What follows belongs to an exercise in optimizing a design on an open flow for small area, a short achievable clock period and few clock cycles per item; a production flow would make more cautious choices. Function was checked by simulation only, so behaviour that the tests miss may differ from the original. Power and IR drop assume default switching activity.

Setup of v13:
==> flow/design.v <==
package deq_pkg;
	localparam logic [2:0] CMD_PUSH_BACK  = 3'd0;
	localparam logic [2:0] CMD_PUSH_FRONT = 3'd1;
	localparam logic [2:0] CMD_POP_FRONT  = 3'd2;
	localparam logic [2:0] CMD_POP_BACK   = 3'd3;
	localparam logic [2:0] CMD_DUMP       = 3'd4;
	localparam logic [1:0] STAT_OK    = 2'd0;
	localparam logic [1:0] STAT_FULL  = 2'd1;
	localparam logic [1:0] STAT_EMPTY = 2'd2;
	localparam int VALUE_W = 32;
	typedef logic [4:0] fill_t;
	typedef struct packed {
		logic [2:0]                cmd;
		logic signed [VALUE_W-1:0] item_value;
	} in_item_t;
	typedef struct packed {
		logic signed [VALUE_W-1:0] out_value;
		logic [1:0]                status;
		logic                      last_of_run;
		fill_t                     fill_count;
	} out_item_t;
endpackage
module deq_ram #(
	parameter int WIDTH = 32,
	parameter int DEPTH = 16
) (
	input  logic             clk,
	input  logic [DEPTH-1:0] we,
	input  logic [WIDTH-1:0] wdata,
	input  logic [DEPTH-1:0] rsel,
	output logic [WIDTH-1:0] rdata
);
	logic [WIDTH-1:0] mem_q [DEPTH];
	always_ff @(posedge clk) begin
		for (int i = 0; i < DEPTH; i++) begin
			if (we[i]) begin
				mem_q[i] <= wdata;
			end
		end
	end
	always_comb begin
		rdata = '0;
		for (int i = 0; i < DEPTH; i++) begin
			rdata = rdata | (mem_q[i] & {WIDTH{rsel[i]}});
		end
	end
endmodule
module deq_ctrl #(
	parameter int DEPTH = 16
) (
	input  logic                        clk,
	input  logic                        arst_n,
	input  logic                        cmd_valid,
	output logic                        cmd_stall,
	input  deq_pkg::in_item_t           cmd_item,
	output logic                        res_valid,
	input  logic                        res_stall,
	output deq_pkg::out_item_t          res_item,
	output logic [DEPTH-1:0]            ram_we,
	output logic [DEPTH-1:0]            ram_rsel,
	input  logic [deq_pkg::VALUE_W-1:0] ram_rdata
);
	logic [3:0]       front_q, back_q;
	logic [3:0]       front_m1_q, back_m1_q;    
	logic [4:0]       cnt_q;
	logic             empty_q, full_q;
	logic             s1_v, s1_v_d;
	logic [DEPTH-1:0] s1_rsel;
	logic [1:0]       s1_status;
	logic             s1_last, s1_last_d;
	logic [3:0]       s1_left;
	logic                        o_v, o_v_d;
	logic [deq_pkg::VALUE_W-1:0] o_val;
	logic [1:0]                  o_status;
	logic                        o_last;
	logic [4:0]                  o_fill;
	logic             hold_q, pend_q, lastp_q;
	logic             blocked, s1_adv, accept;
	logic             is_pushb, is_pushf, is_popf, is_popb, is_dump, is_used;
	logic [DEPTH-1:0] oh_front, oh_front_m1, oh_back, oh_back_m1;
	always_comb begin
		for (int i = 0; i < DEPTH; i++) begin
			oh_front[i]    = (front_q == i[3:0]);
			oh_front_m1[i] = (front_m1_q == i[3:0]);
			oh_back[i]     = (back_q == i[3:0]);
			oh_back_m1[i]  = (back_m1_q == i[3:0]);
		end
	end
	assign is_pushb = (cmd_item.cmd == deq_pkg::CMD_PUSH_BACK);
	assign is_pushf = (cmd_item.cmd == deq_pkg::CMD_PUSH_FRONT);
	assign is_popf  = (cmd_item.cmd == deq_pkg::CMD_POP_FRONT);
	assign is_popb  = (cmd_item.cmd == deq_pkg::CMD_POP_BACK);
	assign is_dump  = (cmd_item.cmd == deq_pkg::CMD_DUMP);
	assign is_used  = is_pushb || is_pushf || is_popf || is_popb || is_dump;
	assign blocked   = pend_q && res_stall;
	assign s1_adv    = s1_v && !blocked;
	assign cmd_stall = hold_q || (lastp_q && res_stall);
	assign accept    = cmd_valid && !cmd_stall;
	assign ram_we   = (oh_back | oh_front_m1) & {DEPTH{!full_q && !blocked}};
	assign ram_rsel = s1_rsel;
	assign res_valid            = o_v;
	assign res_item.out_value   = o_val;
	assign res_item.status      = o_status;
	assign res_item.last_of_run = o_last;
	assign res_item.fill_count  = o_fill;
	always_comb begin
		o_v_d     = s1_v || (o_v && res_stall);
		s1_v_d    = s1_v;
		s1_last_d = s1_last;
		if (accept) begin
			s1_v_d    = is_used;
			s1_last_d = !(is_dump && !empty_q && cnt_q != 5'd1);
		end else if (s1_adv) begin
			s1_v_d    = !s1_last;
			s1_last_d = (s1_left == 4'd1);
		end
	end
	always_ff @(posedge clk or negedge arst_n) begin
		if (!arst_n) begin
			front_q    <= '0;
			back_q     <= '0;
			front_m1_q <= 4'd15;
			back_m1_q  <= 4'd15;
			cnt_q      <= '0;
			empty_q    <= 1'b1;
			full_q     <= 1'b0;
			s1_v       <= 1'b0;
			o_v        <= 1'b0;
			hold_q     <= 1'b0;
			pend_q     <= 1'b0;
			lastp_q    <= 1'b0;
		end else begin
			s1_v   <= s1_v_d;
			o_v    <= o_v_d;
			hold_q <= s1_v_d && !s1_last_d;
			pend_q <= s1_v_d && o_v_d;
			lastp_q <= s1_v_d && o_v_d && s1_last_d;
			if (accept) begin
				if (is_pushb && !full_q) begin
					back_q    <= back_q + 4'd1;
					back_m1_q <= back_q;
				end
				if (is_pushf && !full_q) begin
					front_q    <= front_m1_q;
					front_m1_q <= front_m1_q - 4'd1;
				end
				if (is_popf && !empty_q) begin
					front_q    <= front_q + 4'd1;
					front_m1_q <= front_q;
				end
				if (is_popb && !empty_q) begin
					back_q    <= back_m1_q;
					back_m1_q <= back_m1_q - 4'd1;
				end
				if ((is_pushb || is_pushf) && !full_q) begin
					cnt_q   <= cnt_q + 5'd1;
					empty_q <= 1'b0;
					full_q  <= (cnt_q == 5'd15);
				end
				if ((is_popf || is_popb) && !empty_q) begin
					cnt_q   <= cnt_q - 5'd1;
					empty_q <= (cnt_q == 5'd1);
					full_q  <= 1'b0;
				end
			end
		end
	end
	always_ff @(posedge clk) begin
		s1_last <= s1_last_d;
		if (accept) begin
			s1_rsel   <= '0;
			s1_status <= deq_pkg::STAT_OK;
			s1_left   <= cnt_q[3:0] - 4'd1;
			if ((is_pushb || is_pushf) && full_q) s1_status <= deq_pkg::STAT_FULL;
			if ((is_popf || is_popb || is_dump) && empty_q) s1_status <= deq_pkg::STAT_EMPTY;
			if ((is_popf || is_dump) && !empty_q) s1_rsel <= oh_front;
			if (is_popb && !empty_q) s1_rsel <= oh_back_m1;
		end else if (s1_adv) begin
			s1_rsel <= {s1_rsel[DEPTH-2:0], s1_rsel[DEPTH-1]};
			s1_left <= s1_left - 4'd1;
		end
	end
	always_ff @(posedge clk) begin
		if (s1_adv) begin
			o_val    <= ram_rdata;
			o_status <= s1_status;
			o_last   <= s1_last;
			o_fill   <= cnt_q;
		end
	end
endmodule
module double_ended_queue_core #(
	parameter int DEPTH = 16
) (
	input  logic               clk,
	input  logic               arst_n,
	input  logic               cmd_valid,
	output logic               cmd_stall,
	input  deq_pkg::in_item_t  cmd_item,
	output logic               res_valid,
	input  logic               res_stall,
	output deq_pkg::out_item_t res_item
);
	logic [DEPTH-1:0]            ram_we;
	logic [DEPTH-1:0]            ram_rsel;
	logic [deq_pkg::VALUE_W-1:0] ram_rdata;
	deq_ctrl #(
		.DEPTH (DEPTH)
	) u_ctrl (
		.clk       (clk),
		.arst_n    (arst_n),
		.cmd_valid (cmd_valid),
		.cmd_stall (cmd_stall),
		.cmd_item  (cmd_item),
		.res_valid (res_valid),
		.res_stall (res_stall),
		.res_item  (res_item),
		.ram_we    (ram_we),
		.ram_rsel  (ram_rsel),
		.ram_rdata (ram_rdata)
	);
	deq_ram #(
		.WIDTH (deq_pkg::VALUE_W),
		.DEPTH (DEPTH)
	) u_ram (
		.clk   (clk),
		.we    (ram_we),
		.wdata (cmd_item.item_value),
		.rsel  (ram_rsel),
		.rdata (ram_rdata)
	);
endmodule
module deq_top (
	input  logic        clk,
	input  logic        arst_n,
	input  logic        cmd_valid,
	output logic        cmd_stall,
	input  logic [34:0] cmd_item,
	output logic        res_valid,
	input  logic        res_stall,
	output logic [39:0] res_item
);
	deq_pkg::in_item_t  cmd_s;
	deq_pkg::out_item_t res_s;
	assign cmd_s    = cmd_item;
	assign res_item = res_s;
	double_ended_queue_core #(
		.DEPTH (16)
	) u_core (
		.clk       (clk),
		.arst_n    (arst_n),
		.cmd_valid (cmd_valid),
		.cmd_stall (cmd_stall),
		.cmd_item  (cmd_s),
		.res_valid (res_valid),
		.res_stall (res_stall),
		.res_item  (res_s)
	);
endmodule
export LEC_CHECK = 0
export CAP_MARGIN = 20
export CORE_MARGIN = 2
export CORE_UTILIZATION = 55
export SETUP_SLACK_MARGIN = 2.2
export SLEW_MARGIN = 20
export TNS_END_PERCENT = 0
create_clock -name core_clock -period 4.0 [get_ports {clk}]
run.sh (not shown) runs the stock make flow with config.mk's settings and CLKGATE_MAP_FILE= SYNTH_SCRIPT=/design/flow/synth_recipe.tcl, a recipe that flattens the netlist after the stock synthesis.
v13 reached the end of the flow, and the finished layout is clean on the timing, DRC and antenna checks.
Testbench counts of v13, summed over its fixed seeds: cycles 38,109, items 24,000.
diff inputs: v13 => v16
Settings: TNS_END_PERCENT removed (was 0); SETUP_SLACK_MARGIN changed from 2.2 to 2.0; CORE_UTILIZATION changed from 55 to 40.
### Flow results
v16: all stages complete, timing, DRC and antenna checks passed
Standard cell with the maximum stage delay on the critical path = sky130_fd_sc_hd__dfrtp_1: v16; standard cell with the maximum stage delay on the critical path = sky130_fd_sc_hd__edfxtp_1: v13
Setup slack: v16 higher than v13
| total met2 wirelength after detailed routing | lower: v13 |
Between v13 and v16, the difference in fraction of synthesized area in multiplexers is negligible.
Clock group power (v16 / v13): 1.05
Modified inputs, v57 compared to v16
Settings: a change of SETUP_SLACK_MARGIN from 2.0 to 2.2; an added TNS_END_PERCENT of 0; an added CTS_BUF_LIST of sky130_fd_sc_hd__clkbuf_4.
Results
- Looking at number of nets in the finished design across v57 and v16, the one that comes out higher is v57.
- Of the two candidates, v16 has the worse switching power total and v57 the better one.
- Total inserted antenna cells, v57 and v16, lower one = v16.
## Diff of input files: v6 against v57
Settings: a deleted CTS_BUF_LIST that had been sky130_fd_sc_hd__clkbuf_4.
==> comparison <==
v57: PASS, flow complete, no timing, DRC or antenna violations. The flow did not stop early for v6: all stages ran, and the layout cleared the timing, DRC and antenna checks. Total of endpoints with negative setup slack in the final report essentially unchanged between v57 and v6. v6 against v57: final routed wirelength across all metal layers saw little to no change, via count fell by about 2.8%, data arrival time of the critical path went down 0.33 ns. Of the two values seen for slowest stage cell on the critical path, sky130_fd_sc_hd__edfxtp_1 was produced by v57 and sky130_fd_sc_hd__dfrtp_1 by v6.
What v12 does differently from v6 at the input level:
Settings: putting CTS_CLUSTER_DIAMETER at 100 where nothing was set; putting CTS_CLUSTER_SIZE at 20 where nothing was set.
Summary of v12 over v6: stage delay of the slowest cell on the critical path grew by 0.26 ns; multi-input gate share of the layout cell area went up 0.54 points; smallest hold slack went up 0.012 ns; post-synthesis to final-layout area growth fell 3.9 points. v6 → v12: non-clock buffer count has increased, first-pass GRT wire length -0.99%, clock latency reported for the late side of the worst-skew pair shrank by 0.05 ns. v6 → v12: wire length after detailed routing went down by about 1.3%, cell area went down 3.3%, final clock period utilization by the worst path has decreased, final cell count without fillers saw a decrease.
What v39 does differently from v12 at the input level:
Settings: removing CTS_CLUSTER_SIZE (formerly 20); removing CTS_CLUSTER_DIAMETER (formerly 100); setting CTS_BUF_LIST to sky130_fd_sc_hd__clkbuf_8 for the first time.
Compared with v12, in v39 required time of the worst setup path went down; number of instances resized during post-cts repair went down; smallest setup slack after layout went down. Compare v39 and v12 | routed wire length per instance lower: v39. Highest ir drop seen on vdd: v39 > v12. Summary — final worst hold slack, v39 relative to v12: lower, by 0.0053 ns. v39 ends up with a design area that is about 2.3% higher than in v12.

-- port drivers added, routing unchanged --
In the flow no input, the clock included, has a driving cell. The finished layouts below were timed again as built, in two steps. Step 1: set_driving_cell puts a clkbuf_16 on clk and a buf_2 on each other input, an assumption about the parent block. Step 2 times the ports against the registers' clock, not the clock port: input delays grow and output delays shrink by t, the midpoint of the rising clock arrivals with the driver on. Slacks: no drivers / after step 1 / after step 2; pairs: no drivers / after step 1.
| run | t, ns | setup slack, ns | cell pins on the clock port's net |
|---|---|---|---|
| v13 | 0.662 | 1.873 / 1.820 / 1.341 | 1 |
| v16 | 0.676 | 1.881 / 1.821 / 1.396 | 1 |
| v57 | 0.991 | 1.570 / 1.516 / 0.934 | 1 |
| v6 | 0.668 | 1.901 / 1.844 / 1.333 | 1 |
| v12 | 0.625 | 1.913 / 1.864 / 1.356 | 1 |
| v39 | 0.707 | 1.807 / 1.787 / 1.170 | 1 |
After both steps setup and hold are still met in every run listed. For v39, which loses most, drivers alone change the setup slack by -0.020 ns; drivers and shift together by -0.637 ns.
